Context: an optimization exercise on an open-source flow, tuned for small area, a short achievable clock period and few clock cycles. The choices shown serve that exercise and are no tape-out recipe. Where RTL was checked, it was by simulation tests only, not by an equivalence proof against the original. No functional check of the RTL was part of runs 1 to 4. Power and IR drop assume default switching activity.

### flow/flow/run.sh
#!/bin/bash
# Standard layout, with the port buffers made from the smallest buffer cell.
export BUFFER_PORTS_ARGS="-buffer_cell sky130_fd_sc_hd__buf_1"
bash standard.sh > standard.log 2>&1
### flow/standard.sh
#!/bin/bash
# synth_recipe.tcl (not shown) runs the flow's synth.tcl, then flattens the netlist and writes it again
# the make line also repeats each setting of config.mk as NAME=value (left out here)
make -C /OpenROAD-flow-scripts/flow DESIGN_CONFIG=/design/flow/config.mk WORK_HOME=/design/flow/orfs CLKGATE_MAP_FILE= SYNTH_SCRIPT=/design/flow/synth_recipe.tcl "${@:-finish}"
### flow/constraint.sdc
create_clock -name core_clock -period 7.0 [get_ports {clk_in}]
set_input_delay 1.4000 -clock core_clock [delete_from_list [all_inputs] [get_ports {clk_in}]]
set_output_delay 1.4000 -clock core_clock [all_outputs]
set_load 0.01 [all_outputs]
### flow/config.mk
export PLATFORM = sky130hd
export DESIGN_NAME = mem_subsystem
export DESIGN_NICKNAME = mem_subsystem
export VERILOG_FILES = /design/flow/design.v
export SDC_FILE = /design/flow/constraint.sdc
export NUM_CORES = 4
export LEC_CHECK = 0
export CAP_MARGIN = 20
export CORE_MARGIN = 2
export CORE_UTILIZATION = 40
export SETUP_SLACK_MARGIN = 3
export SLEW_MARGIN = 20
### flow/design.v
`timescale 1ns/1ps
package mem_req_pkg;
    typedef logic [31:0] addr_t;
    typedef logic [31:0] word_t;
    typedef logic [3:0] tag_t;
    typedef logic [1:0] access_len_t;
    localparam access_len_t LEN_BYTE = 2'd0;
    localparam access_len_t LEN_HALF = 2'd1;
    localparam access_len_t LEN_WORD = 2'd3;
    typedef struct packed {
        addr_t       addr;
        access_len_t len;
        logic        sext;
        tag_t        tag;
    } load_req_t;
    typedef struct packed {
        addr_t       addr;
        word_t       data;
        access_len_t len;
    } store_req_t;
endpackage
`timescale 1ns/1ps
package icache_pkg;
    localparam int OFFSET_BITS = $clog2(8);
    localparam int INDEX_BITS = $clog2(16);
    localparam int TAG_BITS = 18 - INDEX_BITS - OFFSET_BITS;
    typedef logic [8*8-1:0] line_t;
    typedef logic [INDEX_BITS-1:0] index_t;
    typedef logic [TAG_BITS-1:0] cache_tag_t;
endpackage
`timescale 1ns/1ps
module mem_subsystem (
    input  logic        clk_in,
    input  logic        rst_in,
    input  logic        rdy_in,
    input  logic [31:0] fetch_addr,
    output logic        fetch_hit,
    output logic [31:0] fetch_inst,
    input  logic        ld_valid,
    input  logic [31:0] ld_addr,
    input  logic [1:0]  ld_len,
    input  logic        ld_sext,
    input  logic [3:0]  ld_tag_in,
    output logic        ld_full,
    output logic        ld_done,
    output logic [31:0] ld_data,
    output logic [3:0]  ld_tag,
    input  logic        st_valid,
    input  logic [31:0] st_addr,
    input  logic [31:0] st_data,
    input  logic [1:0]  st_len,
    output logic        st_full,
    output logic        st_done,
    input  logic        io_buffer_full,
    input  logic [7:0]  mem_din,
    output logic [7:0]  mem_dout,
    output logic [31:0] mem_a,
    output logic        mem_wr
);
    localparam logic [1:0] M_FETCH = 2'd0;
    localparam logic [1:0] M_LOAD  = 2'd1;
    localparam logic [1:0] M_STORE = 2'd2;
    logic [1:0]  mode;
    logic [15:0] ra;
    logic [2:0]  rb;
    logic        dv;       
    logic [23:0] w;
    logic [1:0]  k;        
    logic [1:0]  last;     
    logic        sext_q;
    logic        st_done_q;
    logic        io_ok;    
    logic        fetch_mode;
    logic        st_io;
    logic        ld_acc;
    logic        st_acc;
    logic        acc;
    logic        st_sel;
    logic        wide;
    logic        match;
    logic        cap;
    logic        restart;
    logic [17:0] port_a;
    logic [2:0]  rb_next;
    logic [31:0] raw;
    assign fetch_mode = (mode == M_FETCH);
    assign st_io = (st_addr[17:16] == 2'b11);
    assign ld_full = !fetch_mode;
    assign st_full = !fetch_mode || ld_valid || (st_io && !io_ok);
    assign ld_acc = fetch_mode && ld_valid;
    assign st_acc = fetch_mode && st_valid && !ld_valid && (io_ok || !st_io);
    assign acc = ld_acc || st_acc;
    assign st_sel = fetch_mode && st_valid && !ld_valid;
    assign wide = ld_valid ? (ld_len != 2'd0) : (st_len != 2'd0);
    assign match = (fetch_addr[17:2] == ra);
    assign cap = dv && match;
    assign fetch_hit = fetch_mode && cap && rb[2];
    assign fetch_inst = {mem_din, w};
    assign restart = !match || (rb[2] && !dv);
    assign port_a = ld_acc ? ld_addr[17:0] : st_sel ? st_addr[17:0] : {ra + {15'd0, rb[2]}, rb[1:0]};
    assign rb_next = {1'b0, port_a[1:0]} + 3'd1;
    assign mem_a = {14'd0, port_a};
    assign mem_wr = (mode == M_STORE) || st_acc;
    assign mem_dout = fetch_mode ? st_data[7:0] : w[7:0];
    assign st_done = st_done_q;
    assign ld_done = (mode == M_LOAD) && (k == last);
    always_comb begin
        case (last)
            2'd0: raw = {{24{sext_q & mem_din[7]}}, mem_din};
            2'd1: raw = {{16{sext_q & mem_din[7]}}, mem_din, w[23:16]};
            default: raw = {mem_din, w};
        endcase
    end
    assign ld_data = raw;
    always_ff @(posedge clk_in) begin
        if (rdy_in) begin
            io_ok <= !io_buffer_full;
        end
    end
    always_ff @(posedge clk_in) begin
        if (rst_in) begin
            mode <= M_FETCH;
            dv <= 1'b0;
            st_done_q <= 1'b0;
            ra <= fetch_addr[17:2];
            rb <= 3'd0;
        end else if (rdy_in) begin
            st_done_q <= 1'b0;
            case (mode)
                M_FETCH: begin
                    if (cap && !rb[2]) begin
                        w <= {mem_din, w[23:8]};
                    end
                    if (acc) begin
                        dv <= 1'b0;
                        k <= 2'd0;
                        if (ld_acc) begin
                            mode <= M_LOAD;
                            last <= ld_len;
                            sext_q <= ld_sext;
                            ld_tag <= ld_tag_in;
                        end else if (wide) begin
                            mode <= M_STORE;
                            k <= 2'd1;
                            last <= st_len;
                            w <= st_data[31:8];
                        end else begin
                            st_done_q <= 1'b1;
                        end
                        if (wide) begin
                            ra <= port_a[17:2];
                            rb <= rb_next;
                        end
                    end else if (st_sel) begin
                        dv <= 1'b0;
                    end else if (restart) begin
                        ra <= fetch_addr[17:2];
                        rb <= 3'd0;
                        dv <= 1'b0;
                    end else begin
                        ra <= port_a[17:2];
                        rb <= rb_next;
                        dv <= 1'b1;
                    end
                end
                M_LOAD: begin
                    if (k == last) begin
                        mode <= M_FETCH;
                        if (restart) begin
                            ra <= fetch_addr[17:2];
                            rb <= 3'd0;
                            dv <= 1'b0;
                        end else begin
                            ra <= port_a[17:2];
                            rb <= rb_next;
                            dv <= 1'b1;
                        end
                    end else begin
                        k <= k + 2'd1;
                        w <= {mem_din, w[23:8]};
                        if (k + 2'd1 == last) begin
                            ra <= fetch_addr[17:2];
                            rb <= 3'd0;
                        end else begin
                            ra <= port_a[17:2];
                            rb <= rb_next;
                        end
                    end
                end
                default: begin
                    if (k == last) begin
                        mode <= M_FETCH;
                        st_done_q <= 1'b1;
                        ra <= fetch_addr[17:2];
                        rb <= 3'd0;
                        dv <= 1'b0;
                    end else begin
                        k <= k + 2'd1;
                        w <= {8'd0, w[23:8]};
                        ra <= port_a[17:2];
                        rb <= rb_next;
                    end
                end
            endcase
        end
    end
endmodule
==> reports/results.ini, run 1 <==
[critical_path]
required_ps = 5600
crit_path_end_kind = output pin
critical_path_class = in -> out
cp.arrival_ps = 2690
crit_fanout = 5
startpoint_type = input pin

[clock_tree]
ctsHtreeMaxLevel = 3
clk_latency_ps = 330
cts.clk_slew.worst_paths_ps = 50
clock_tree.root_cell = clkbuf_16
clkSinkCount = 57
clock_path_buffers = 2
cts_buffers = 9
cts_hold_buf = 0
cts_tree = built

[routing]
antenna_left = 0
drc = 0
firstDrtPassIters = 5
drt_iter0_markers = 606
vias = 5196
wire_per_inst_um = 18.3
via_per_inst = 5.67
drt_wl_total_mm = 16.8

[placement]
dp_hpwl_mm = 10.8
placed_area_sq_um = 5310
gp_congestion = 0.935
port_buffers = 206

[sta]
clock_skew_ps = 10.1
rsz0062_at_grt = yes
finalHoldViolCount = 0
fmax_ghz = 0.244
slew_headroom_pct = 38.3
tns_ps = 0
drv_slew = 0
period_minus_slack_ps = 4090
worst_pin_slew_ps = 926
setup_violations = 0
finalCritPeriodShare_pct = 58.5

[power]
power_density_nw_per_um2 = 208
switching_share_pct = 33.1
p_leak_uw = 0.00258
p_comb_share_pct = 34.1
switchingPower_uw = 446
p_clk_share_pct = 32.2
seqPwrFrac_pct = 33.7
p_int_uw = 902
vdd_drop_max_mv = 0.126

[synthesis]
synthMuxAreaShare_pct = 5.83
yosys.area_share.adder_pct = 0.817
synth_top_cell_area_share_pct = 32.7
synth_cell_types = 64
syn_area_sq_um = 4590
ys_top_cells_by_area = edfxtp_1, nand2_1, o21ai_0
yosys_warnings = 1
ys_seq_area_share_pct = 35.7
synth-compound-area-share_pct = 24.8
yosysMostFrequentCell = nand2_1
synth_flop_cell = edfxtp_1
synth_edf_count = 50
synth_top_family_by_area = compound AO/OA/AOI/OAI gates
synth-seq-cells = 57
synth_cells = 536
yosys.area.top_type = edfxtp_1
synth-simple-area-share_pct = 18.3
synth_xor_area_share_pct = 6.65
syn_avg_cell_area_sq_um = 8.57
synth_top_cells_by_count = nand2_1, edfxtp_1, o21ai_0
async_flop_share_pct = 0

[global_route]
grt_max_degree = 46
grt_pass1_wl_mm = 25.5
grt-ovfl-total = 0
antenna_found_initial = 0
grt_pass1_vias = 4819
grt.total_usage_pct = 25.6

[die]
initial_utilization_pct = 40.6
fp.dieW_um = 111
io_pins = 265
dieHeight_um = 111
coreArea_sq_um = 11300
dieArea_sq_um = 12400
rows = 39

[final_layout]
fin_nets = 923
drive_above_1_share_pct = 22.6
fillerInstances = 1017
diodes = 0
synthToLayoutAreaGrowth_pct = 41.4
final_util_pct = 57.4
post-route-cell-area_sq_um = 6500

[worst_hold_path]
hold_path.class = reg -> reg

[status]
status = finished clean

[job]
max-cap-violations = 0

==> cell type report <==
type | instances | area [sq um] | area share [%]
multi-input cells | 426 | 3000 | 46.2
flip-flops and latches | 57 | 1640 | 25.3
repair buffers | 263 | 1340 | 20.6
clock buffers | 11 | 233 | 3.58
well taps | 143 | 179 | 2.75
clock inverters | 5 | 56.3 | 0.867
inverters | 12 | 45.0 | 0.693
==> placed cells by master, fill, tap and decap left out, types with 13 or more instances in the layout <==
| master | count |
|---|---|
| a2bb2oi_1 | 18 |
| a21oi_1 | 17 |
| o21ai_0 | 33 |
| buf_2 | 13 |
| buf_1 | 174 |
| edfxtp_1 | 50 |
| nand2_1 | 99 |
| buf_4 | 52 |
| conb_1 | 14 |
| xnor2_1 | 15 |
| o22ai_1 | 21 |
| nor2_1 | 20 |
==> registers in the layout, indices dropped and copies added, names as in the netlist, 2 cells and up <==
signal / count
w: 24
ra: 16
ld_tag: 4
rb: 3
k: 2
last: 2
mode: 2
==> kinds of logic (layout without fill, tap and decap cells) <==
kind of cell	after synthesis	in the layout
and+or+nand+nor	184	186
muxes	22	22
adders and majority gates	3	3
xor gates and xnor gates	34	34
DFF	57	57
other	1	14
buffers and inverters	68	291
AOI/OAI and AO/OA	167	167
==> power groups by stage <==
| stage | combinational, uW | sequential (uW) | clock [uW] |
|---|---|---|---|
| 2_1_floorplan | 236 | 445 | 0 |
| 3_3_place_gp | 327 | 454 | 0 |
| 3_5_place_dp | 331 | 456 | 0 |
| 4_1_cts | 406 | 450 | 440 |
| 5_1_grt | 493 | 458 | 456 |
| 6_report | 460 | 454 | 434 |
==> layer usage <==
| metal | global-route usage, % | vias to the layer above | routed length, um |
|---|---|---|---|
| met5 | 0 | - | 0 |
| met4 | 9.14 | 0 | 344 |
| met3 | 3.50 | 31 | 1250 |
| met2 | 41.6 | 260 | 8200 |
| met1 | 34.9 | 2485 | 7000 |
| li1 | - | 2420 | - |
==> metrics by stage <==
stage | instances | worst slack, ps | hold WS [ps] | total power, uW
6_report | 917 | 2910 | 515 | 1350
3_5_place_dp | 846 | 2190 | 452 | 787
3_3_place_gp | 846 | 2230 | 454 | 782
4_1_cts | 912 | 2900 | 476 | 1300
2_1_floorplan | 549 | 2980 | 437 | 681
5_1_grt | 917 | 2880 | 550 | 1410
==> critical path, cell delays in order <==
cell      delay [ps]
buf_12           110
or4b_4           600
o21ai_2          210
a21oi_2           70
a21oi_2          130
inv_1             50
clkbuf_2         120
==> final timing paths <==
| check | startpoint | to | slack, ps | depth (start not counted) |
|---|---|---|---|---|
| setup reg to reg | mode[1] | ra[5] | 3340 | 18 |
| hold / removal | st_done_q | st_done_q | 520 | 2 |
| setup / recovery | ld_valid | mem_a[6] | 2910 | 7 |
| hold reg to reg | st_done_q | st_done_q | 520 | 2 |
==> repair_timing <==
item / 4_1_cts / 5_1_grt
resized for setup: 66 / 75
gates cloned: 2 / 0
buffers inserted: 48 / 5
setup endpoints to repair: 32 / 21
pin swaps: 18 / 15
==> run 2: changes to the inputs <==
--- a/flow/design.v
+++ b/flow/design.v
@@ -59,6 +59,5 @@
 );
-    localparam logic [1:0] M_FETCH = 2'd0;
-    localparam logic [1:0] M_LOAD  = 2'd1;
-    localparam logic [1:0] M_STORE = 2'd2;
-    logic [1:0]  mode;
+    logic        fm;
+    logic        lm;
+    logic        sm;
     logic [15:0] ra;
@@ -85,3 +84,3 @@
     logic [31:0] raw;
-    assign fetch_mode = (mode == M_FETCH);
+    assign fetch_mode = fm;
     assign st_io = (st_addr[17:16] == 2'b11);
@@ -102,6 +101,6 @@
     assign mem_a = {14'd0, port_a};
-    assign mem_wr = (mode == M_STORE) || st_acc;
+    assign mem_wr = sm || st_acc;
     assign mem_dout = fetch_mode ? st_data[7:0] : w[7:0];
     assign st_done = st_done_q;
-    assign ld_done = (mode == M_LOAD) && (k == last);
+    assign ld_done = lm && (k == last);
     always_comb begin
@@ -117,2 +116,4 @@
             io_ok <= !io_buffer_full;
+        end else if (rst_in) begin
+            io_ok <= 1'b0;
         end
@@ -121,3 +122,5 @@
         if (rst_in) begin
-            mode <= M_FETCH;
+            fm <= 1'b1;
+            lm <= 1'b0;
+            sm <= 1'b0;
             dv <= 1'b0;
@@ -128,4 +131,3 @@
             st_done_q <= 1'b0;
-            case (mode)
-                M_FETCH: begin
+            if (fm) begin
                     if (cap && !rb[2]) begin
@@ -137,3 +139,4 @@
                         if (ld_acc) begin
-                            mode <= M_LOAD;
+                            fm <= 1'b0;
+                            lm <= 1'b1;
                             last <= ld_len;
@@ -142,3 +145,4 @@
                         end else if (wide) begin
-                            mode <= M_STORE;
+                            fm <= 1'b0;
+                            sm <= 1'b1;
                             k <= 2'd1;
@@ -164,6 +168,6 @@
                     end
-                end
-                M_LOAD: begin
+            end else if (lm) begin
                     if (k == last) begin
-                        mode <= M_FETCH;
+                        lm <= 1'b0;
+                        fm <= 1'b1;
                         if (restart) begin
@@ -188,6 +192,6 @@
                     end
-                end
-                default: begin
+            end else begin
                     if (k == last) begin
-                        mode <= M_FETCH;
+                        sm <= 1'b0;
+                        fm <= 1'b1;
                         st_done_q <= 1'b1;
@@ -202,4 +206,3 @@
                     end
-                end
-            endcase
+            end
         end
==> run 2 against run 1 <==
Effect of this change:
- still clean on timing, DRC and antenna
- first-iteration DRC count down 35%
- final area shrank 12%
- fmax rose by 3.7%
- die area up 0.32%
- non-clock buffer count is 46 lower
- setup slack improved by 150 ps
- cell count decreased by 7.5%
- highest routed layer unchanged
==> reports/results.ini, run 2 <==
[status]
status = finished clean

[final_layout]
ff_latch_area_sq_um = 1660
synthToLayoutAreaGrowth_pct = 23.9
fillerInstances = 1139
fin_nets = 854
post-route-cell-area_sq_um = 5710
multi_input_area_sq_um = 2660
drive_above_1_share_pct = 11.9
largest_reg_flops = 24
diodes = 0
final_cells = 848
largestRegisters = w: 24 flops, ra: 16 flops, ld_tag: 4 flops
layout_common_cells = buf_1, nand2_1, edfxtp_1
mostFrequentLayoutCell = buf_1
max_flop_register = w

[die]
io_pins = 265
fp.dieW_um = 111
dieArea_sq_um = 12400
coreArea_sq_um = 11300
rows = 39
initial_utilization_pct = 40.7
dieHeight_um = 111

[routing]
drt_wl_total_mm = 14.5
drc = 0
firstDrtPassIters = 5
via_per_inst = 5.50
antenna_left = 0
vias = 4668
wire_per_inst_um = 17.0
drt_iter0_markers = 392

[sta]
tns_ps = 0
finalCritPeriodShare_pct = 56.4
finalHoldViolCount = 0
clock_skew_ps = 8.85
drv_slew = 0
worst_pin_slew_ps = 808
slew_headroom_pct = 46.1
setup_violations = 0
period_minus_slack_ps = 3940
hold_ws_ps = 499
rsz0062_at_grt = no
fmax_ghz = 0.254

[power]
power_density_nw_per_um2 = 209
vdd_drop_max_mv = 0.135
p_leak_uw = 0.00208

[worst_hold_path]
worstHoldPathCells = 2
hold_path.class = reg -> reg

[synthesis]
synth_cell_types = 65
async_flop_share_pct = 0
syn_avg_cell_area_sq_um = 8.93
yosysMostFrequentCell = nand2_1
synth_cells = 516
synth-seq-cells = 58
ys_seq_area_share_pct = 36.1
synth_flop_cell = edfxtp_1
yosys_warnings = 1
synth_top_cells_by_count = nand2_1, edfxtp_1, o21ai_0
syn_area_sq_um = 4610
synth_edf_count = 50
ys_top_cells_by_area = edfxtp_1, nand2_1, xnor2_1
synth_top_cell_area_share_pct = 32.6
yosys.area.top_type = edfxtp_1

[critical_path]
crit_end = mem_a[3]
critical_path_class = in -> out
reg2regPathDepth = 6
crit_path_end_kind = output pin
timing.rr.start = last[0]
crit_start = ld_valid
worst_path_largest_cell_delay_ps = 380
ff2ff_setup_slack_ps = 4190
required_ps = 5600
crit_fanout = 12
crit_chain = buf_4, and3b_4, buf_12, nand2_1, a31oi_1, buf_1
slowest_stage = and3b_4
timing.rr.end = ra[0]
cp.arrival_ps = 2540
startpoint_type = input pin

[clock_tree]
clk_latency_ps = 330
clock_path_buffers = 2
clkSinkCount = 58
clock_tree.root_cell = clkbuf_16
cts_buffers = 9
cts_tree = built
cts.clk_slew.worst_paths_ps = 50
ctsHtreeMaxLevel = 3
cts_hold_buf = 0

[global_route]
grt_pass1_wl_mm = 22.9
antenna_found_initial = 0
grt-ovfl-total = 0
use_met2_pct = 37.9
met1_usage_pct = 30.4
grt_util_met3_pct = 3.54
busiest_layer = met2
grt_pass1_vias = 4494
grt_max_degree = 50
grt.total_usage_pct = 22.8

[placement]
dp_cells = 826
dp_hpwl_mm = 10.5
placed_area_sq_um = 5290
port_buffers = 206
gp_congestion = 0.916

[job]
max-cap-violations = 0

[run 2: changes by cell type in the layout (fill, tap and decap cells not counted), moves of 11 or more]
cell,previous run,this run
buf_4,52,11
buf_1,174,201
nand2_1,99,80
nand3_1,8,25
mux2_2,0,16
buf_2,13,2
buf_6,11,0
[run 2: timing repair]
| item | CTS | global route |
|---|---|---|
| pin swaps | 2 | 4 |
| setup endpoints to repair | 28 | 17 |
| buffers inserted | 5 | 1 |
| gates resized for setup | 16 | 14 |
[run 2: critical path, delay by kind of cell]
kind | cells | cell delay [ps]
compound gates | 1 | 210
buf+inv | 3 | 490
simple gates | 2 | 430
[run 2: power by group]
part | total, uW | internal [uW] | switching [uW]
Combinational | 316 | 132 | 185
Sequential | 452 | 416 | 37.0
Clock | 425 | 270 | 156
Total | 1190 | 817 | 377
[run 2: worst min-delay path by stage]
stage	start	slack (ps)	to
final	st_done_q	500	st_done_q
after global routing	st_done_q	540	st_done_q
after CTS	st_done_q	500	st_done_q
after detailed placement	st_done_q	500	st_done_q
after global placement	st_done_q	470	st_done_q
after floorplan	dv	460	dv
[run 2: logic make-up after synthesis]
family | Yosys count | share of synthesized area, %
other | 1 | 0.0814
DFF | 58 | 36.1
muxes | 31 | 7.71
and+or+nand+nor | 183 | 19.0
adders and majority gates | 3 | 0.815
xor gates and xnor gates | 32 | 6.57
buffers and inverters | 69 | 8.74
AOI/OAI and AO/OA | 139 | 21.0
[run 2: area by class of cell]
cell class	instances	share of cell area (%)
multi-input cells	402	46.6
repair buffers	217	15.4
clock inverters	2	0.175
flip-flops and latches	58	29.1
clock buffers	14	4.82
inverters	12	0.789
well taps	143	3.13
[run 2: through the flow]
step / util [%] / power [uW] / worst slack, ps
after floorplan: - / 669 / 3180
after global placement: 46.8 / 757 / 2510
after detailed placement: 46.8 / 762 / 2450
after CTS: 50.0 / 1200 / 2960
after global routing: 50.5 / 1250 / 3000
final: 50.5 / 1190 / 3060
[run 2: routing by layer]
layer  vias to the layer above  wire [um]
li1                       2227          -
met1                      2239       6390
met2                       177       6980
met3                        25        801
met4                         0        282
met5                         -          0
==> run 3: changes to the inputs <==
--- a/flow/config.mk
+++ b/flow/config.mk
@@ -10,2 +10,4 @@
 export CORE_UTILIZATION = 40
+export CTS_CLUSTER_DIAMETER = 500
+export CTS_CLUSTER_SIZE = 100
 export SETUP_SLACK_MARGIN = 3
==> run 3 against run 2 <==
Effect of this change:
- die area unchanged
- critical endpoint unchanged
- global-route usage did not move
- register-to-register slack barely moved
- count of clock-buffer cells in the layout stayed put
- non-clock buffer count unchanged
- flip-flop and latch count unchanged
- sequential power about the same
- critical path depth stayed put
- area after synthesis did not move
- first-iteration DRC count unchanged
- critical path type unchanged
- clock skew unchanged
- utilization stayed put
==> reports/results.ini, run 3 <==
[final_layout]
largestRegisters = w: 24 flops, ra: 16 flops, ld_tag: 4 flops
layout_common_cells = buf_1, nand2_1, edfxtp_1
synthToLayoutAreaGrowth_pct = 23.9
diodes = 0
mostFrequentLayoutCell = buf_1
largest_reg_flops = 24
drive_above_1_share_pct = 11.9
fin_nets = 854
max_flop_register = w

[synthesis]
synth_top_cells_by_count = nand2_1, edfxtp_1, o21ai_0
synth_cell_types = 65
ys_top_cells_by_area = edfxtp_1, nand2_1, xnor2_1
synth-seq-cells = 58
synth_cells = 516
async_flop_share_pct = 0
synth_flop_cell = edfxtp_1
yosys.area.top_type = edfxtp_1
synth_top_cell_area_share_pct = 32.6
ys_seq_area_share_pct = 36.1
synth_edf_count = 50
yosys_warnings = 1
syn_area_sq_um = 4610
syn_avg_cell_area_sq_um = 8.93
yosysMostFrequentCell = nand2_1

[die]
rows = 39
dieHeight_um = 111
fp.dieW_um = 111
initial_utilization_pct = 40.7
io_pins = 265
coreArea_sq_um = 11300
dieArea_sq_um = 12400

[sta]
drv_slew = 0
setup_violations = 0
clock_skew_ps = 8.85
finalHoldViolCount = 0
period_minus_slack_ps = 3940
slew_headroom_pct = 46.1
worst_pin_slew_ps = 808
rsz0062_at_grt = no
setup_ws_ps = 3060
fmax_ghz = 0.254
finalCritPeriodShare_pct = 56.4
tns_ps = 0

[job]
max-cap-violations = 0

[global_route]
grt_max_degree = 50
grt-ovfl-total = 0
antenna_found_initial = 0
grt_pass1_wl_mm = 22.9
grt_pass1_vias = 4494
grt.total_usage_pct = 22.8

[clock_tree]
clock_tree.root_cell = clkbuf_16
cts.clk_slew.worst_paths_ps = 50
clkSinkCount = 58
ctsHtreeMaxLevel = 3
cts_buffers = 9
cts_tree = built
clock_path_buffers = 2
clk_latency_ps = 330
cts_hold_buf = 0

[placement]
pre_cts_ws_ps = 2450
port_buffers = 206
dp_hpwl_mm = 10.5
gp_congestion = 0.916

[critical_path]
crit_fanout = 12
required_ps = 5600
critical_path_class = in -> out
startpoint_type = input pin
cp.arrival_ps = 2540
crit_path_end_kind = output pin

[power]
total_power_uw = 1190
power_density_nw_per_um2 = 209
vdd_drop_max_mv = 0.135
p_leak_uw = 0.00208

[routing]
drt_wl_total_mm = 14.5
drc = 0
drt_iter0_markers = 392
firstDrtPassIters = 5
antenna_left = 0
vias = 4668
wire_per_inst_um = 17.0
via_per_inst = 5.50

[status]
status = finished clean

[worst_hold_path]
hold_path.class = reg -> reg

run 3: power by group:
part | leakage [uW] | internal [uW] | switching, uW
combinational | 0.00139 | 132 | 185
clock | 0.000142 | 270 | 156
sequential | 0.000547 | 416 | 37.0
total | 0.00208 | 817 | 377
run 3: final cells by class:
type,count,area (sq um)
Sequential cell,58,1660
Clock buffer,14,275
Clock inverter,2,10.0
Multi-Input combinational cell,402,2660
Timing Repair Buffer,217,877
Fill cell,1139,5610
Tap cell,143,179
Inverter,12,45.0
run 3: logic make-up (layout without fill, tap and decap cells):
kind of cell | count (synthesis) | after routing | synth area share, %
XOR/XNOR | 32 | 32 | 6.57
other | 1 | 14 | 0.0814
AND/OR/NAND/NOR | 183 | 183 | 19.0
buffers and inverters | 69 | 245 | 8.74
flip-flops | 58 | 58 | 36.1
multiplexers | 31 | 31 | 7.71
AO/OA/AOI/OAI | 139 | 139 | 21.0
adder cells (fa/ha/maj) | 3 | 3 | 0.815
run 3: stage by stage:
stage               std cells  hold slack [ps]  cell area [sq um]  utilization, %
floorplan                 529              458               4660               -
global placement          826              471               5290            46.8
detailed placement        826              495               5290            46.8
CTS                       847              503               5670            50.0
global route              848              540               5710            50.5
finish                    848              499               5710            50.5
run 3: repair_timing:
item / CTS / global route
endpoints found under the hold margin: 0 / 0
pin swaps: 2 / 4
buffers inserted: 5 / 1
gates resized for setup: 16 / 14
endpoints found under the setup margin: 28 / 17
run 3: critical path, stage by stage:
cell     delay, ps
buf_4          170
and3b_4        380
buf_12         140
nand2_1         50
a31oi_1        210
buf_1          180
run 3: final timing paths:
| kind | end | cells past startpoint | slack [ps] | from |
|---|---|---|---|---|
| max | mem_a[3] | 6 | 3060 | ld_valid |
| min | st_done_q | 2 | 500 | st_done_q |
| max reg2reg | ra[0] | 6 | 4190 | last[0] |
| min reg2reg | st_done_q | 2 | 500 | st_done_q |
run 3: metal layers:
layer  vias up  global-route usage, %  part of all wire, %
li1       2227                      -                    -
met1      2239                   30.4                   44
met2       177                   37.9                   48
met3        25                   3.54                  5.5
met4         0                   8.15                  2.0
met5         -                      0                    0
==> run 4: changes to the inputs <==
--- a/flow/design.v
+++ b/flow/design.v
@@ -71,2 +71,3 @@
     logic        io_ok;    
+    logic        hr;       
     logic        fetch_mode;
@@ -95,3 +96,3 @@
     assign cap = dv && match;
-    assign fetch_hit = fetch_mode && cap && rb[2];
+    assign fetch_hit = hr && match;
     assign fetch_inst = {mem_din, w};
@@ -126,2 +127,3 @@
             dv <= 1'b0;
+            hr <= 1'b0;
             st_done_q <= 1'b0;
@@ -131,2 +133,3 @@
             st_done_q <= 1'b0;
+            hr <= 1'b0;
             if (fm) begin
@@ -167,2 +170,3 @@
                         dv <= 1'b1;
+                        hr <= (port_a[1:0] == 2'd3);
                     end
@@ -180,2 +184,3 @@
                             dv <= 1'b1;
+                            hr <= (port_a[1:0] == 2'd3);
                         end
--- a/flow/config.mk
+++ b/flow/config.mk
@@ -10,4 +10,2 @@
 export CORE_UTILIZATION = 40
-export CTS_CLUSTER_DIAMETER = 500
-export CTS_CLUSTER_SIZE = 100
 export SETUP_SLACK_MARGIN = 3
==> run 4 against run 3 <==
Effect of this change:
- still clean on timing, DRC and antenna
- clock power up 27%
- cell count up 0.35%
- synthesized cell count is 0.39% higher
- final area grew 1.0%
- critical path depth unchanged
- flip-flop and latch count grew 1
- register-to-register slack lost 370 ps
- sequential power about the same
- utilization up 0.51 points
- clock skew is 1.6 ps lower
- non-clock buffer count shrank 2
- largest cell class unchanged
==> reports/results.ini, run 4 <==
[sta]
fmax_ghz = 0.254
rsz0062_at_grt = no
tns_ps = 0
slew_headroom_pct = 48.2
hold_ws_ps = 465
setup_ws_ps = 3070
period_minus_slack_ps = 3930
finalHoldViolCount = 0
worst_pin_slew_ps = 774
finalCritPeriodShare_pct = 56.2
setup_violations = 0
drv_slew = 0
clock_skew_ps = 7.22

[final_layout]
mostFrequentLayoutCell = buf_1
post-route-cell-area_sq_um = 5770
synthToLayoutAreaGrowth_pct = 25.6
fin_nets = 857
drive_above_1_share_pct = 9.75
diodes = 0
largest_reg_flops = 24
max_flop_register = w
layout_common_cells = buf_1, nand2_1, edfxtp_1
largestRegisters = w: 24 flops, ra: 16 flops, ld_tag: 4 flops

[clock_tree]
cts_buffers = 9
clk_latency_ps = 340
cts_tree = built
ctsHtreeMaxLevel = 3
cts.clk_slew.worst_paths_ps = 50
clock_tree.root_cell = clkbuf_16
clkSinkCount = 59
clock_path_buffers = 2

[die]
coreArea_sq_um = 11300
rows = 39
io_pins = 265
initial_utilization_pct = 40.6
dieArea_sq_um = 12400
dieHeight_um = 111
fp.dieW_um = 111

[critical_path]
ff2ff_setup_slack_ps = 3820
crit_fanout = 2
critical_path_class = in -> out
startpoint_type = input pin
cp.arrival_ps = 2530
reg2regPathDepth = 6
timing.rr.start = last[0]
required_ps = 5600
timing.rr.end = ra[15]
crit_start = fetch_addr[14]
crit_end = fetch_hit
crit_path_end_kind = output pin

[worst_hold_path]
min_from = hr
hold_path.class = reg -> reg

[placement]
port_buffers = 206
pre_cts_ws_ps = 2390
dp_hpwl_mm = 11.0
placed_area_sq_um = 5310
gp_congestion = 0.882

[global_route]
grt.total_usage_pct = 23.6
antenna_found_initial = 0
grt_pass1_wl_mm = 22.9
grt-ovfl-total = 0
grt_max_degree = 52
grt_pass1_vias = 4401

[power]
switchingPower_uw = 377
p_comb_share_pct = 23.9
switching_share_pct = 28.9
total_power_uw = 1310
power_density_nw_per_um2 = 226
p_clk_share_pct = 41.3
vdd_drop_max_mv = 0.113
p_leak_uw = 0.00214
p_int_uw = 929
seqPwrFrac_pct = 34.8

[routing]
drt_iter0_markers = 286
drc = 0
wire_per_inst_um = 17.7
via_per_inst = 5.51
drt_wl_total_mm = 15.0
vias = 4689
firstDrtPassIters = 5
antenna_left = 0

[synthesis]
synth_flop_cell = edfxtp_1
ys_top_cells_by_area = edfxtp_1, nand2_1, o21ai_0
synth_top_cell_area_share_pct = 32.7
async_flop_share_pct = 0
yosys_warnings = 1
ys_seq_area_share_pct = 36.6
synth_top_cells_by_count = nand2_1, edfxtp_1, o21ai_0
yosysMostFrequentCell = nand2_1
synth-seq-cells = 59
syn_avg_cell_area_sq_um = 8.87
yosys.area.top_type = edfxtp_1
synth_cell_types = 57
synth_cells = 518
syn_area_sq_um = 4590
synth_edf_count = 50

[status]
status = finished clean

[job]
max-cap-violations = 0

## run 4: power groups by stage
stage / registers (uW) / logic (uW) / clock network, uW
6_report: 454 / 312 / 540
5_1_grt: 458 / 340 / 561
4_1_cts: 454 / 311 / 547
3_5_place_dp: 460 / 302 / 0
3_3_place_gp: 459 / 298 / 0
2_1_floorplan: 453 / 212 / 0
## run 4: routing by layer
metal	up-vias	track usage (%)	wire, um
met5	-	0	0
li1	2243	-	-
met2	233	40.5	7330
met4	0	8.07	316
met3	24	5.08	1090
met1	2189	29.4	6290
## run 4: repair_timing
action / in CTS / in global routing
pin swaps: 5 / 2
hold buffers: 0 / 0
cloned: 1 / 0
setup buffers: 6 / 0
gates resized for setup: 12 / 7
endpoints found under the setup margin: 27 / 16
## run 4: how the worst min path moves through the flow
| stage | slack [ps] | end | depth (start not counted) |
|---|---|---|---|
| after CTS | 470 | hr | 2 |
| after floorplan | 430 | rb[0] | 1 |
| after detailed placement | 460 | hr | 2 |
| after global routing | 500 | rb[0] | 1 |
| final | 470 | hr | 2 |
| after global placement | 440 | rb[0] | 1 |
## run 4: worst max-delay path, stage by stage
cell,delay (ps)
buf_1,110
xnor2_1,190
nand4_1,170
nor4_4,360
and2_2,180
buf_2,120
## run 4: logic make-up after synthesis
logic type | Yosys count | synth area share, %
DFF | 59 | 36.6
and+or+nand+nor | 171 | 17.1
AOI/OAI and AO/OA | 153 | 22.7
adders and majority gates | 3 | 0.817
muxes | 33 | 8.53
buffers and inverters | 65 | 7.68
xor gates and xnor gates | 33 | 6.46
other | 1 | 0.0816
## run 4: stage by stage
| stage | util [%] | cells |
|---|---|---|
| 4_1_cts | 50.9 | 851 |
| 6_report | 51.0 | 851 |
| 3_5_place_dp | 46.9 | 828 |
| 5_1_grt | 51.0 | 851 |
| 2_1_floorplan | - | 531 |
| 3_3_place_gp | 46.9 | 828 |
## run 4: final cells by class
class,instances,area [sq um]
Timing Repair Buffer,215,865
Fill cell,1112,5550
Multi-Input combinational cell,408,2650
Clock buffer,10,229
Tap cell,143,179
Inverter,10,37.5
Sequential cell,59,1680
Clock inverter,6,128
==> run 5: changes to the inputs <==
--- a/flow/design.v
+++ b/flow/design.v
@@ -77,3 +77,2 @@
     logic        acc;
-    logic        st_sel;
     logic        wide;
@@ -92,3 +91,2 @@
     assign acc = ld_acc || st_acc;
-    assign st_sel = fetch_mode && st_valid && !ld_valid;
     assign wide = ld_valid ? (ld_len != 2'd0) : (st_len != 2'd0);
@@ -99,3 +97,3 @@
     assign restart = !match || (rb[2] && !dv);
-    assign port_a = ld_acc ? ld_addr[17:0] : st_sel ? st_addr[17:0] : {ra + {15'd0, rb[2]}, rb[1:0]};
+    assign port_a = ld_acc ? ld_addr[17:0] : st_acc ? st_addr[17:0] : {ra + {15'd0, rb[2]}, rb[1:0]};
     assign rb_next = {1'b0, port_a[1:0]} + 3'd1;
@@ -160,4 +158,2 @@
                         end
-                    end else if (st_sel) begin
-                        dv <= 1'b0;
                     end else if (restart) begin
==> run 5 against run 4 <==
Effect of this change:
- still clean
- total power decreased by 6.3%
- routed wire length increased by 1.1%
- area after synthesis increased by 0.79%
- non-clock buffer count increased by 10
- first-iteration DRC count increased by 6.6%
- sequential share of layout area decreased by 0.77 points
- cell count increased by 0.35%
- clock power decreased by 17%
- final area increased by 2.7%
- critical path type unchanged
- critical endpoint is now mem_a[4]
- highest routed layer unchanged
==> reports/results.ini, run 5 <==
[final_layout]
mostFrequentLayoutCell = buf_1
largestRegisters = w: 24 flops, ra: 16 flops, ld_tag: 4 flops
layout_common_cells = buf_1, nand2_1, edfxtp_1
synthToLayoutAreaGrowth_pct = 28.0
fillerInstances = 1118
largest_reg_flops = 24
drive_above_1_share_pct = 15.9
diodes = 0
max_flop_register = w
fin_nets = 860

[die]
initial_utilization_pct = 40.7
coreArea_sq_um = 11400
io_pins = 265
rows = 39
fp.dieW_um = 112
dieHeight_um = 112
dieArea_sq_um = 12500

[synthesis]
synth_flop_cell = edfxtp_1
ys_seq_area_share_pct = 36.3
synth_top_cells_by_count = nand2_1, edfxtp_1, o21ai_0
ys_top_cells_by_area = edfxtp_1, mux2_2, nand2_1
synth-seq-cells = 59
syn_area_sq_um = 4630
syn_avg_cell_area_sq_um = 8.99
synth_cell_types = 54
synth_edf_count = 50
yosys_warnings = 1
synth_top_cell_area_share_pct = 32.4
yosys.area.top_type = edfxtp_1
synth_cells = 515
yosysMostFrequentCell = nand2_1
async_flop_share_pct = 0

[global_route]
antenna_found_initial = 0
grt_pass1_wl_mm = 23.1
grt_pass1_vias = 4403
grt.total_usage_pct = 23.1
grt-ovfl-total = 0
grt_max_degree = 65

[routing]
drc = 0
via_per_inst = 5.59
antenna_left = 0
drt_iter0_markers = 305
firstDrtPassIters = 5
wire_per_inst_um = 17.8
vias = 4774
drt_wl_total_mm = 15.2

[critical_path]
cp_common_cell = buf_6
required_ps = 5600
crit_fanout = 6
crit_chain = buf_6, nand3b_1, nor2b_4, buf_6, a22oi_1, o21ai_1, buf_2
crit_buf_inv = 3
timing.rr.start = fm
reg2regPathDepth = 6
timing.rr.end = ra[3]
ff2ff_setup_slack_ps = 3820
crit_start = st_addr[17]
cp.arrival_ps = 2580
crit_path_end_kind = output pin
critical-path-top-delay-family = simple AND/OR/NAND/NOR gates
critical_path_class = in -> out
crit_end = mem_a[4]
slowest_stage = nor2b_4
worst_path_largest_cell_delay_ps = 350
crit_cells = 7
startpoint_type = input pin

[sta]
worst_pin_slew_ps = 955
finalCritPeriodShare_pct = 56.8
period_minus_slack_ps = 3980
rsz0062_at_grt = yes
tns_ps = 0
drv_slew = 0
clock_skew_ps = 6.87
setup_violations = 0
finalHoldViolCount = 0
hold_ws_ps = 463
slew_headroom_pct = 35.8
fmax_ghz = 0.251

[job]
max-cap-violations = 0

[placement]
port_buffers = 206
dp_hpwl_mm = 10.7
gp_congestion = 0.868

[status]
status = finished clean

[clock_tree]
cts_hold_buf = 0
cts_buffers = 9
clock_path_buffers = 2
clk_latency_ps = 330
clock_tree.root_cell = clkbuf_16
clkSinkCount = 59
ctsHtreeMaxLevel = 3
cts.clk_slew.worst_paths_ps = 60
cts_tree = built

[power]
p_leak_uw = 0.00227
power_density_nw_per_um2 = 206
vdd_drop_max_mv = 0.0931

[worst_hold_path]
hold_path.class = reg -> reg

run 5: cell count changes after synthesis, moves of 10 or more:
cell | before | now
a221o_2 | 0 | 10
a2bb2oi_1 | 16 | 0
and3_1 | 0 | 37
nand2_1 | 76 | 63
nor2_1 | 41 | 31
xnor2_1 | 20 | 9
xor2_1 | 12 | 26
run 5: how the worst min path moves through the flow:
| stage | from | end | depth (start not counted) | slack (ps) |
|---|---|---|---|---|
| 2_1_floorplan | rb[0] | rb[0] | 2 | 430 |
| 3_3_place_gp | rb[0] | rb[0] | 2 | 440 |
| 3_5_place_dp | rb[1] | rb[1] | 2 | 460 |
| 4_1_cts | rb[1] | rb[1] | 2 | 470 |
| 5_1_grt | rb[0] | rb[0] | 2 | 510 |
| 6_report | rb[1] | rb[1] | 2 | 460 |
run 5: per-stage QoR:
step	power [uW]	std cells	setup slack [ps]	cell area (sq um)	utilization [%]
2_1_floorplan	654	528	3030	4680	-
3_3_place_gp	743	821	2110	5310	46.7
3_5_place_dp	749	821	2050	5310	46.7
4_1_cts	1210	844	2940	5730	50.4
5_1_grt	1280	854	2960	5930	52.1
6_report	1220	854	3020	5930	52.1
run 5: cell families (layout without fill, tap and decap cells):
family          after synthesis  after routing  synth area share [%]
compound gates              139            140                  20.8
xor+xnor                     35             35                  6.62
fa+ha+maj                     3              3                 0.811
buf+inv                      66            247                  8.24
flops                        59             59                  36.3
mux                          32             32                  7.51
other cells                   1             14                0.0810
simple gates                180            181                  19.6
run 5: power by group:
part           switching (uW)  total (uW)  internal (uW)
sequential               35.7         455            419
clock                     166         447            281
combinational             184         321            137
run 5: layout make-up:
cell class | instances | area [sq um] | share of cell area, %
timing repair buffer | 225 | 981 | 16.6
tap | 143 | 179 | 3.02
clock inverter | 4 | 31.3 | 0.528
sequential | 59 | 1680 | 28.4
inverter | 6 | 22.5 | 0.380
multi-input combinational | 405 | 2750 | 46.4
clock buffer | 12 | 278 | 4.69
run 5: timing repair:
item,in CTS,in global routing
pin swaps,2,10
resized for setup,13,53
cloned,1,1
endpoints found under the setup margin,43,19
setup buffers,6,9
run 5: worst reg2reg max path: stages (launching register included):
cell and delay (ps):
dfxtp_2 320, buf_4 480, clkinv_1 440, nor3_2 400, a21oi_1 90, o21ai_2 760
mux2_2 440
run 5: routing by layer:
layer	wire length [um]	up-vias	track usage (%)
met4	118	0	4.77
met3	1130	14	4.63
met1	6530	2276	31.0
met2	7410	212	39.0
li1	-	2272	-
met5	0	-	0
Testbench counts of run 5, summed over its fixed seeds: cycles 24,672.
==> run 6: changes to the inputs <==
==> flow/flow/run.sh (replaced) <==
#!/bin/bash
# Standard layout, with the port buffers made from the smallest buffer cell and
# a clock tree of small buffers without dummy loads.
export BUFFER_PORTS_ARGS="-buffer_cell sky130_fd_sc_hd__buf_1"
export CTS_ARGS="-sink_clustering_enable -repair_clock_nets -dont_use_dummy_load -buf_list {sky130_fd_sc_hd__clkbuf_4}"
bash standard.sh > standard.log 2>&1
==> run 6 against run 5 <==
Effect of this change:
- total power down 22%
- via count increased by 0.61%
- routed wire length rose by 0.42%
- setup slack lost 14 ps
- clock skew grew 22 ps
- utilization fell by 2.0 points
- critical endpoint is now mem_a[7]
- synthesized cell count stayed put
- combinational power barely moved
- fmax shrank 0.34%
==> reports/results.ini, run 6 <==
[routing]
vias = 4803
wirelength_met1_mm = 6.54
met3_wirelength_mm = 1.10
drt_iter0_markers = 310
dr.max_layer_used = met4
firstDrtPassIters = 5
drc = 0
antenna_left = 0
wl_met2_mm = 7.47
via_per_inst = 5.66
drt_wl_total_mm = 15.3
wire_per_inst_um = 18.0

[synthesis]
yosys.area.top_type = edfxtp_1
syn_area_sq_um = 4630
yosysMostFrequentCell = nand2_1
yosys_warnings = 1
syn_avg_cell_area_sq_um = 8.99
ys_top_cells_by_area = edfxtp_1, mux2_2, nand2_1
synth_edf_count = 50
synth-seq-cells = 59
synth_top_cells_by_count = nand2_1, edfxtp_1, o21ai_0
synth_top_cell_area_share_pct = 32.4
async_flop_share_pct = 0
synth_flop_cell = edfxtp_1
synth_cell_types = 54
ys_seq_area_share_pct = 36.3
synth_cells = 515

[global_route]
grt_pass1_vias = 4403
grt_max_degree = 65
grt.total_usage_pct = 23.1
grt_pass1_wl_mm = 23.1
grt-ovfl-total = 0
antenna_found_initial = 0

[job]
max-cap-violations = 0

[power]
p_leak_uw = 0.00218
vdd_drop_max_mv = 0.0818
power_density_nw_per_um2 = 167
total_power_uw = 952

[die]
fp.dieW_um = 112
rows = 39
io_pins = 265
dieArea_sq_um = 12500
dieHeight_um = 112
initial_utilization_pct = 40.7
coreArea_sq_um = 11400

[final_layout]
mostFrequentLayoutCell = buf_1
fin_nets = 862
drive_above_1_share_pct = 14.6
synthToLayoutAreaGrowth_pct = 23.2
largestRegisters = w: 24 flops, ra: 16 flops, ld_tag: 4 flops
diodes = 0
fillerInstances = 1148
layout_common_cells = buf_1, nand2_1, edfxtp_1
max_flop_register = w
largest_reg_flops = 24

[critical_path]
timing.rr.end = ra[1]
ff2ff_setup_slack_ps = 3800
required_ps = 5600
timing.rr.start = fm
reg2regPathDepth = 6
critical_path_class = in -> out
startpoint_type = input pin
crit_path_end_kind = output pin
cp.arrival_ps = 2590
crit_fanout = 13

[worst_hold_path]
hold_path.class = reg -> reg
min_to = rb[1]
worstHoldPathCells = 2
min_from = rb[1]

[clock_tree]
clk_latency_ps = 420
cts_buffers = 9
clock_tree.root_cell = clkbuf_4
ctsHtreeMaxLevel = 3
cts.clk_slew.worst_paths_ps = 110
clkSinkCount = 59
cts_tree = built
clock_path_buffers = 2

[sta]
setup_violations = 0
worst_pin_slew_ps = 948
finalCritPeriodShare_pct = 57.0
clock_skew_ps = 28.8
slew_headroom_pct = 36.3
finalHoldViolCount = 0
drv_slew = 0
tns_ps = 0
fmax_ghz = 0.250
hold_ws_ps = 476
rsz0062_at_grt = yes
period_minus_slack_ps = 3990

[placement]
dp_hpwl_mm = 10.7
port_buffers = 206
gp_congestion = 0.868

[status]
status = finished clean

[run 6: cell families after synthesis]
kind of cell	count (synthesis)	synth area share [%]
multiplexers	32	7.51
AND/OR/NAND/NOR	180	19.6
buffers and inverters	66	8.24
flip-flops	59	36.3
XOR/XNOR	35	6.62
AO/OA/AOI/OAI	139	20.8
adder cells (fa/ha/maj)	3	0.811
other	1	0.0810
[run 6: power breakdown]
part / switching (uW) / leakage [uW] / internal [uW]
registers: 35.6 / 0.000557 / 419
logic: 184 / 0.00158 / 136
clock network: 118 / 0.0000414 / 59.6
total: 338 / 0.00218 / 614
[run 6: final cells by class]
class	count	area, sq um	share of cell area [%]
inverters	6	22.5	0.395
well taps	143	179	3.14
multi-input cells	405	2750	48.2
repair buffers	227	1000	17.6
clock buffers	9	67.6	1.18
flip-flops and latches	59	1680	29.5
[run 6: metrics by stage]
stage	util (%)	setup slack (ps)	area, sq um	std cells
3_3_place_gp	46.7	2110	5310	821
2_1_floorplan	-	3030	4680	528
5_1_grt	50.1	2930	5700	849
3_5_place_dp	46.7	2050	5310	821
6_report	50.1	3010	5700	849
4_1_cts	48.4	2930	5510	839
[run 6: what timing repair did]
action,CTS,global route
setup endpoints to repair,38,19
resized for setup,15,45
endpoints found under the hold margin,0,0
pin swaps,2,7
setup buffers,8,8
gates cloned,1,2
hold buffers,0,0
[run 6: how the worst max path moves through the flow]
stage,from,endpoint,slack (ps),cells after the start
after floorplan,ld_valid,mem_a[15],3030,5
after global placement,ld_valid,mem_a[5],2110,6
after detailed placement,ld_valid,mem_a[13],2050,6
after CTS,st_addr[17],mem_a[15],2930,5
after global routing,st_addr[17],mem_a[7],2930,7
final,st_addr[17],mem_a[7],3010,7
[run 6: per-layer routing]
metal,vias up,track usage (%)
li1,2276,-
met1,2286,30.8
met2,226,39.3
met3,15,4.68
met4,0,4.77
met5,-,0
[run 6: worst max-delay path, stage by stage]
cell      delay [ps]
buf_1            100
nand3b_1         120
buf_4            160
nand3_4          190
o21ai_0          350
o21ai_2          110
buf_2            160
==> run 7: changes to the inputs <==
==> flow/flow/run.sh (replaced) <==
#!/bin/bash
# Standard layout, with the port buffers made from the smallest buffer cell and
# a clock tree of small buffers without dummy loads.
export BUFFER_PORTS_ARGS="-buffer_cell sky130_fd_sc_hd__buf_1"
export CTS_ARGS="-sink_clustering_enable -repair_clock_nets -dont_use_dummy_load -buf_list {sky130_fd_sc_hd__clkbuf_4 sky130_fd_sc_hd__clkbuf_8}"
bash standard.sh > standard.log 2>&1
--- a/flow/config.mk
+++ b/flow/config.mk
@@ -10,3 +10,3 @@
 export CORE_UTILIZATION = 40
-export SETUP_SLACK_MARGIN = 3
+export SETUP_SLACK_MARGIN = 2.75
 export SLEW_MARGIN = 20
==> run 7 against run 6 <==
Effect of this change:
- utilization decreased by 1.5 points
- first-iteration DRC count increased by 1.6%
- cell count decreased by 1.4%
- critical endpoint is now mem_a[5]
- via count decreased by 0.33%
- area after synthesis unchanged
- non-clock buffer count decreased by 10
- sequential power about the same
- flip-flop and latch count unchanged
- setup slack got worse by 160 ps
- critical path type unchanged
- fmax decreased by 3.8%
- clock skew decreased by 9.8 ps
- final area decreased by 2.9%
==> reports/results.ini, run 7 <==
[sta]
setup_violations = 0
rsz0062_at_grt = yes
setup_ws_ps = 2850
worst_pin_slew_ps = 926
finalHoldViolCount = 0
period_minus_slack_ps = 4150
slew_headroom_pct = 37.8
clock_skew_ps = 19.0
fmax_ghz = 0.241
drv_slew = 0
tns_ps = 0
finalCritPeriodShare_pct = 59.3

[global_route]
grt_pass1_wl_mm = 22.6
grt_max_degree = 50
grt.total_usage_pct = 22.6
antenna_found_initial = 0
grt-ovfl-total = 0
grt_pass1_vias = 4468

[critical_path]
worst_path_largest_cell_delay_ps = 290
critical-path-top-delay-family = simple AND/OR/NAND/NOR gates
crit_path_end_kind = output pin
crit_chain = clkbuf_2, nand3b_1, nor2b_4, nor2_1, a21oi_1, buf_1
ff2ff_setup_slack_ps = 4060
required_ps = 5600
critical_path_class = in -> out
crit_buf_inv = 2
startpoint_type = input pin
slowest_stage = nor2b_4
crit_fanout = 9
cp.arrival_ps = 2750

[synthesis]
synth_edf_count = 50
synth_flop_cell = edfxtp_1
synth_cells = 515
synth-seq-cells = 59
syn_avg_cell_area_sq_um = 8.99
synth_top_cells_by_count = nand2_1, edfxtp_1, o21ai_0
ys_top_cells_by_area = edfxtp_1, mux2_2, nand2_1
yosysMostFrequentCell = nand2_1
synth_top_cell_area_share_pct = 32.4
async_flop_share_pct = 0
syn_area_sq_um = 4630
ys_seq_area_share_pct = 36.3
yosys_warnings = 1
synth_cell_types = 54
yosys.area.top_type = edfxtp_1

[placement]
port_buffers = 206
pre_cts_ws_ps = 2040
gp_congestion = 0.896
dp_hpwl_mm = 10.7

[power]
vdd_drop_max_mv = 0.0767
power_density_nw_per_um2 = 178
p_leak_uw = 0.00208

[routing]
drt_iter0_markers = 315
wire_per_inst_um = 17.7
vias = 4787
firstDrtPassIters = 5
via_per_inst = 5.72
antenna_left = 0
drc = 0
drt_wl_total_mm = 14.8

[final_layout]
diodes = 0
fin_nets = 850
fillerInstances = 1135
synthToLayoutAreaGrowth_pct = 19.6
largestRegisters = w: 24 flops, ra: 16 flops, ld_tag: 4 flops
mostFrequentLayoutCell = buf_1
drive_above_1_share_pct = 10.1
largest_reg_flops = 24
max_flop_register = w
layout_common_cells = buf_1, nand2_1, edfxtp_1
final_util_pct = 48.7

[die]
fp.dieW_um = 112
io_pins = 265
dieArea_sq_um = 12500
rows = 39
dieHeight_um = 112
coreArea_sq_um = 11400
initial_utilization_pct = 40.7

[clock_tree]
clock_tree.root_cell = clkbuf_8
cts_hold_buf = 0
ctsHtreeMaxLevel = 3
cts_buffers = 9
clkSinkCount = 59
clock_path_buffers = 2
cts_tree = built
cts.clk_slew.worst_paths_ps = 50
clk_latency_ps = 340

[worst_hold_path]
hold_path.class = reg -> reg

[status]
status = finished clean

[job]
max-cap-violations = 0

[run 7: cell counts after synthesis]
Identical to the previous run, type by type.
[run 7: cells by family after synthesis]
logic type      share of synthesized area, %
simple gates                            19.6
mux                                     7.51
xor+xnor                                6.62
compound gates                          20.8
other cells                           0.0810
buf+inv                                 8.24
flops                                   36.3
fa+ha+maj                              0.811
[run 7: power by group]
group	internal [uW]	switching, uW	total, uW
sequential	419	35.2	454
clock	114	122	237
combinational	121	175	296
[run 7: through the flow]
stage | std cells | power (uW) | hold slack, ps | cell area, sq um
detailed placement | 822 | 749 | 444 | 5320
CTS | 834 | 994 | 459 | 5500
global route | 837 | 1040 | 485 | 5540
global placement | 822 | 743 | 439 | 5320
floorplan | 528 | 653 | 426 | 4680
finish | 837 | 987 | 459 | 5540
[run 7: area by class of cell]
| class | instances | area [sq um] | share of cell area (%) |
|---|---|---|---|
| Clock buffer | 9 | 124 | 2.24 |
| Inverter | 6 | 22.5 | 0.407 |
| Multi-Input combinational cell | 403 | 2670 | 48.2 |
| Sequential cell | 59 | 1680 | 30.4 |
| Tap cell | 143 | 179 | 3.23 |
| Timing Repair Buffer | 217 | 857 | 15.5 |
[run 7: routing by layer]
layer | track usage [%] | wire, um | up-vias
met5 | 0 | 0 | -
met4 | 6.09 | 166 | 0
met3 | 5.12 | 1120 | 21
met2 | 38.5 | 7320 | 232
met1 | 29.0 | 6220 | 2286
li1 | - | - | 2248
[run 7: path summary, 6_finish.rpt]
check / from / end / cells after the start
min reg2reg: rb[1] / rb[1] / 2
min: rb[1] / rb[1] / 2
max: ld_valid / mem_a[5] / 6
max reg2reg: last[1] / ra[6] / 7
[run 7: timing repair]
item | CTS | global route
pin swaps | 0 | 1
buffers inserted | 3 | 3
resized for setup | 8 | 4
setup endpoints to repair | 25 | 26
cloned | 0 | 0
[run 7: worst register-to-register path: stages (launching register included)]
cell and delay, ps:
edfxtp_1 370, buf_4 270, xnor2_1 780, nand4b_1 180
o2111ai_1 200, nor2_1 90, o21ai_2 370, mux2_2 430
==> run 8: changes to the inputs <==
--- a/flow/config.mk
+++ b/flow/config.mk
@@ -9,4 +9,4 @@
 export CORE_MARGIN = 2
-export CORE_UTILIZATION = 40
-export SETUP_SLACK_MARGIN = 2.75
+export CORE_UTILIZATION = 30
+export SETUP_SLACK_MARGIN = 3
 export SLEW_MARGIN = 20
==> run 8 against run 7 <==
Effect of this change:
- count of clock-buffer cells in the layout is the same
- critical path type unchanged
- critical endpoint is now mem_a[4]
- register-to-register slack lost 300 ps
- first-iteration DRC count grew 30%
- still clean on timing, DRC and antenna
==> reports/results.ini, run 8 <==
[synthesis]
syn_area_sq_um = 4630
synth-seq-cells = 59
synth_top_cells_by_count = nand2_1, edfxtp_1, o21ai_0
async_flop_share_pct = 0
yosys_warnings = 1
syn_avg_cell_area_sq_um = 8.99
yosys.area.top_type = edfxtp_1
yosysMostFrequentCell = nand2_1
synth_cells = 515
ys_seq_area_share_pct = 36.3
synth_flop_cell = edfxtp_1
synth_top_cell_area_share_pct = 32.4
synth_edf_count = 50
synth_cell_types = 54
ys_top_cells_by_area = edfxtp_1, mux2_2, nand2_1

[routing]
wire_per_inst_um = 17.7
firstDrtPassIters = 7
drt_iter0_markers = 409
drc = 0
antenna_left = 0
drt_wl_total_mm = 15.8
vias = 4784
via_per_inst = 5.36

[sta]
hold_ws_ps = 460
fmax_ghz = 0.252
drv_slew = 0
clock_skew_ps = 20.2
finalHoldViolCount = 0
worst_pin_slew_ps = 1010
slew_headroom_pct = 32.0
tns_ps = 0
setup_violations = 0
rsz0062_at_grt = no
finalCritPeriodShare_pct = 56.7
period_minus_slack_ps = 3970

[placement]
port_buffers = 206
gp_congestion = 0.934
dp_hpwl_mm = 11.1

[critical_path]
crit_end = mem_a[4]
crit_start = ld_valid
startpoint_type = input pin
crit_fanout = 9
crit_chain = buf_6, nand3b_1, buf_4, nor2b_4, a22oi_1, o21ai_1, buf_2
required_ps = 5600
timing.rr.end = ra[11]
cp.arrival_ps = 2570
ff2ff_setup_slack_ps = 3760
critical_path_class = in -> out
worst_path_largest_cell_delay_ps = 260
crit_path_end_kind = output pin
slowest_stage = nand3b_1
timing.rr.start = fm
reg2regPathDepth = 6

[final_layout]
final_util_pct = 38.0
layout_common_cells = buf_1, nand2_1, edfxtp_1
synthToLayoutAreaGrowth_pct = 24.3
drive_above_1_share_pct = 14.3
largest_reg_flops = 24
mostFrequentLayoutCell = buf_1
diodes = 0
largestRegisters = w: 24 flops, ra: 16 flops, ld_tag: 4 flops
ff_latch_area_sq_um = 1680
fin_nets = 860
max_flop_register = w
multi_input_area_sq_um = 2740
fillerInstances = 1574

[power]
seqPwrFrac_pct = 44.8
switchingPower_uw = 350
vdd_drop_max_mv = 0.0856
p_leak_uw = 0.00218
p_clk_share_pct = 23.8
p_comb_share_pct = 31.4
power_density_nw_per_um2 = 176
switching_share_pct = 34.4
p_int_uw = 666

[clock_tree]
cts_tree = built
cts_hold_buf = 0
clock_tree.root_cell = clkbuf_8
cts.clk_slew.worst_paths_ps = 70
clock_path_buffers = 2
ctsHtreeMaxLevel = 3
cts_buffers = 9
clk_latency_ps = 360
clkSinkCount = 59

[worst_hold_path]
hold_path.class = reg -> reg

[global_route]
grt_max_degree = 65
antenna_found_initial = 0
grt_pass1_wl_mm = 23.4
grt_pass1_vias = 4286
grt.total_usage_pct = 18.3
grt-ovfl-total = 0

[die]
dieHeight_um = 128
rows = 45
io_pins = 265
dieArea_sq_um = 16400
initial_utilization_pct = 30.6
fp.dieW_um = 128
coreArea_sq_um = 15100

[status]
status = finished clean

[job]
max-cap-violations = 0

-- run 8: metrics by stage --
stage	power, uW	std cells	worst slack (ps)	instance area, sq um
finish	1020	892	3030	5760
global route	1070	892	2950	5760
CTS	1010	881	2900	5610
detailed placement	751	868	2200	5380
global placement	749	868	2230	5380
floorplan	654	528	3030	4680
-- run 8: how the worst min path moves through the flow --
stage	slack, ps	cells after the start	start	to
after detailed placement	440	2	rb[0]	rb[0]
after CTS	460	2	rb[0]	rb[0]
after global routing	490	2	rb[0]	rb[0]
after global placement	430	2	rb[1]	rb[1]
after floorplan	430	2	rb[0]	rb[0]
final	460	2	rb[1]	rb[1]
-- run 8: critical path, delay by kind of cell --
| kind | cells | cell delay [ps] |
|---|---|---|
| simple gates | 2 | 430 |
| compound gates | 2 | 240 |
| buf+inv | 3 | 500 |
-- run 8: area by class of cell --
| cell class | count | area share (%) |
|---|---|---|
| tap | 188 | 4.09 |
| timing repair buffer | 225 | 16.5 |
| clock buffer | 9 | 2.15 |
| inverter | 6 | 0.391 |
| multi-input combinational | 405 | 47.6 |
| sequential | 59 | 29.2 |
-- run 8: power groups by stage --
stage / combinational [uW] / sequential [uW] / clock (uW)
6_report: 319 / 455 / 242
5_1_grt: 350 / 458 / 265
4_1_cts: 302 / 453 / 252
3_5_place_dp: 291 / 460 / 0
3_3_place_gp: 289 / 460 / 0
2_1_floorplan: 202 / 451 / 0
-- run 8: cells by family after synthesis --
| kind of cell | synth area share, % |
|---|---|
| XOR/XNOR | 6.62 |
| multiplexers | 7.51 |
| adder cells (fa/ha/maj) | 0.811 |
| other | 0.0810 |
| AND/OR/NAND/NOR | 19.6 |
| flip-flops | 36.3 |
| buffers and inverters | 8.24 |
| AO/OA/AOI/OAI | 20.8 |
-- run 8: what timing repair did --
item	in CTS	in global routing
endpoints found under the hold margin	0	0
cloned	1	1
setup endpoints to repair	27	19
gates resized for setup	24	26
setup buffers	3	10
pin swaps	4	8
-- run 8: metal layers --
layer,share of wire [%],GRT usage [%]
met4,1.2,5.43
met3,5.8,3.84
met2,49,30.0
met1,44,24.2
met5,0,0
==> run 9: changes to the inputs <==
--- a/flow/config.mk
+++ b/flow/config.mk
@@ -10,3 +10,3 @@
 export CORE_UTILIZATION = 30
-export SETUP_SLACK_MARGIN = 3
+export SETUP_SLACK_MARGIN = 3.1
 export SLEW_MARGIN = 20
==> run 9 against run 8 <==
Effect of this change:
- still clean
- setup slack better by 56 ps
- total power rose by 4.8%
- area after synthesis is the same
- routed wire length grew 2.5%
- non-clock buffer count increased by 29
- clock power about the same
- count of clock-buffer cells in the layout did not move
- combinational power rose by 15%
- sequential power is essentially flat
- first-iteration DRC count shrank 23%
- register-to-register slack got worse by 480 ps
- global-route usage increased by 0.46 points
- largest power group unchanged
==> reports/results.ini, run 9 <==
[critical_path]
slowest_stage = nor2b_4
worst_path_largest_cell_delay_ps = 290
critical_path_class = in -> out
crit_buf_inv = 3
crit_path_end_kind = output pin
startpoint_type = input pin
required_ps = 5600
crit_chain = buf_12, nand3b_1, nor2b_4, buf_6, nor2_1, o21ai_2, buf_2
cp.arrival_ps = 2510
crit_fanout = 6
critical-path-top-delay-family = simple AND/OR/NAND/NOR gates

[routing]
firstDrtPassIters = 4
dr.max_layer_used = met4
wl_met2_mm = 7.83
wirelength_met1_mm = 7.29
wire_per_inst_um = 17.6
met3_wirelength_um = 781
vias = 4835
drc = 0
via_per_inst = 5.26
drt_iter0_markers = 316
antenna_left = 0
drt_wl_total_mm = 16.2

[sta]
slew_headroom_pct = 36.4
clock_skew_ps = 30.7
setup_violations = 0
setup_ws_ps = 3090
period_minus_slack_ps = 3910
finalHoldViolCount = 0
finalCritPeriodShare_pct = 55.9
tns_ps = 0
rsz0062_at_grt = yes
fmax_ghz = 0.256
hold_ws_ps = 460
worst_pin_slew_ps = 947
drv_slew = 0

[synthesis]
syn_area_sq_um = 4630
syn_avg_cell_area_sq_um = 8.99
yosys.area.top_type = edfxtp_1
synth_cells = 515
ys_top_cells_by_area = edfxtp_1, mux2_2, nand2_1
synth_cell_types = 54
synth_flop_cell = edfxtp_1
synth_top_cells_by_count = nand2_1, edfxtp_1, o21ai_0
yosys_warnings = 1
synth_edf_count = 50
synth-seq-cells = 59
async_flop_share_pct = 0
synth_top_cell_area_share_pct = 32.4
ys_seq_area_share_pct = 36.3
yosysMostFrequentCell = nand2_1

[final_layout]
max_flop_register = w
post-route-cell-area_sq_um = 6160
mostFrequentLayoutCell = buf_1
multi_input_area_sq_um = 2850
drive_above_1_share_pct = 21.9
largest_reg_flops = 24
diodes = 0
largestRegisters = w: 24 flops, ra: 16 flops, ld_tag: 4 flops
fillerInstances = 1558
synthToLayoutAreaGrowth_pct = 33.0
fin_nets = 888
layout_common_cells = buf_1, nand2_1, edfxtp_1
ff_latch_area_sq_um = 1680

[global_route]
antenna_found_initial = 0
grt_pass1_wl_mm = 24.1
grt_pass1_vias = 4375
grt.total_usage_pct = 18.7
grt-ovfl-total = 0
grt_max_degree = 65

[clock_tree]
cts_buffers = 9
clkSinkCount = 59
cts.clk_slew.worst_paths_ps = 60
clock_path_buffers = 2
clock_tree.root_cell = clkbuf_8
ctsHtreeMaxLevel = 3
clk_latency_ps = 360
cts_tree = built
cts_hold_buf = 0

[worst_hold_path]
hold_path.class = reg -> reg

[placement]
placed_area_sq_um = 5380
pre_cts_ws_ps = 2120
dp_hpwl_mm = 11.0
port_buffers = 206
gp_congestion = 0.907

[power]
power_density_nw_per_um2 = 173
vdd_drop_max_mv = 0.0757
total_power_uw = 1060
p_leak_uw = 0.00240

[die]
rows = 45
dieHeight_um = 128
io_pins = 265
fp.dieW_um = 128
dieArea_sq_um = 16400
initial_utilization_pct = 30.6
coreArea_sq_um = 15100

[status]
status = finished clean

[job]
max-cap-violations = 0

[run 9: cell counts after synthesis]
No cell type changed its count.
[run 9: through the flow]
step / util, % / instances
final: 40.7 / 920
after global routing: 40.7 / 920
after CTS: 38.6 / 903
after detailed placement: 35.5 / 868
after global placement: 35.5 / 868
after floorplan: - / 528
[run 9: final timing paths]
path	startpoint	to	slack, ps	depth (start not counted)
setup / recovery	ld_valid	mem_a[8]	3090	7
hold / removal	rb[1]	rb[1]	460	2
setup reg to reg	ra[0]	ra[10]	3280	19
hold reg to reg	rb[1]	rb[1]	460	2
[run 9: cell type report]
class | instances | area share (%)
Clock buffer | 9 | 2.01
Inverter | 6 | 0.366
Multi-Input combinational cell | 404 | 46.2
Sequential cell | 59 | 27.3
Tap cell | 188 | 3.82
Timing Repair Buffer | 254 | 20.2
[run 9: where the power goes]
group	total (uW)	switching (uW)	internal [uW]
Sequential	454	34.7	419
Clock	242	128	114
Combinational	368	201	167
[run 9: what timing repair did]
| item | in CTS | in global routing |
|---|---|---|
| pin swaps | 7 | 17 |
| gates cloned | 1 | 0 |
| resized for setup | 52 | 50 |
| setup buffers | 25 | 17 |
| endpoints found under the setup margin | 27 | 26 |
[run 9: layer usage]
layer  vias up  GRT usage, %
li1       2321             -
met1      2334          25.6
met2       155          30.4
met3        25          3.13
met4         0          5.56
met5         -             0
[run 9: cell families (layout without fill, tap and decap cells)]
kind of cell               after synthesis  after routing  share of synthesized area (%)
and+or+nand+nor                        180            180                           19.6
AOI/OAI and AO/OA                      139            140                           20.8
buffers and inverters                   66            269                           8.24
DFF                                     59             59                           36.3
xor gates and xnor gates                35             35                           6.62
muxes                                   32             32                           7.51
adders and majority gates                3              3                          0.811
other                                    1             14                         0.0810
[run 9: worst register-to-register path: stages, from the launching register on]
cell	delay (ps)
edfxtp_1	400
ha_1	260
ha_1	270
and4_1	280
and3_1	220
xnor2_1	230
o21ai_2	90
buf_4	140
buf_6	110
buf_4	120
buf_4	120
buf_4	120
buf_4	120
buf_4	120
buf_4	120
buf_4	120
buf_4	130
buf_6	110
buf_4	120
mux2_4	260

==> static timing again, ports no longer ideal <==
The flow's constraints put no driver on any port. The routed layouts listed below were extracted and timed again, unchanged, in two steps. Step 1 assumes that a clkbuf_16 drives the clock port and a buf_2 every other input. Step 2 times the ports against the registers' clock, not the clock port: input delays grow and output delays shrink by t, the midpoint of the rising clock arrivals with the driver on. Slacks: no drivers / after step 1 / after step 2; pairs: no drivers / after step 1.
run	t (ns)	slack for setup (ns)	worst data-port slew with drivers (ns)
run 1	0.366	2.908 / 2.860 / 2.619	0.06
run 2	0.364	3.055 / 3.031 / 3.031	0.05
run 3	0.364	3.055 / 3.031 / 3.031	0.05
run 4	0.372	3.067 / 3.045 / 3.045	0.06
run 5	0.365	3.021 / 2.991 / 2.991	0.05
run 6	0.440	3.007 / 2.961 / 2.961	0.12
run 7	0.360	2.851 / 2.830 / 2.830	0.07
run 8	0.382	3.031 / 2.991 / 2.969	0.05
run 9	0.371	3.088 / 3.020 / 2.762	0.09
After both steps every run listed still meets setup and hold. For run 9, which loses most, drivers alone change the setup slack by -0.068 ns; drivers and shift together by -0.326 ns.
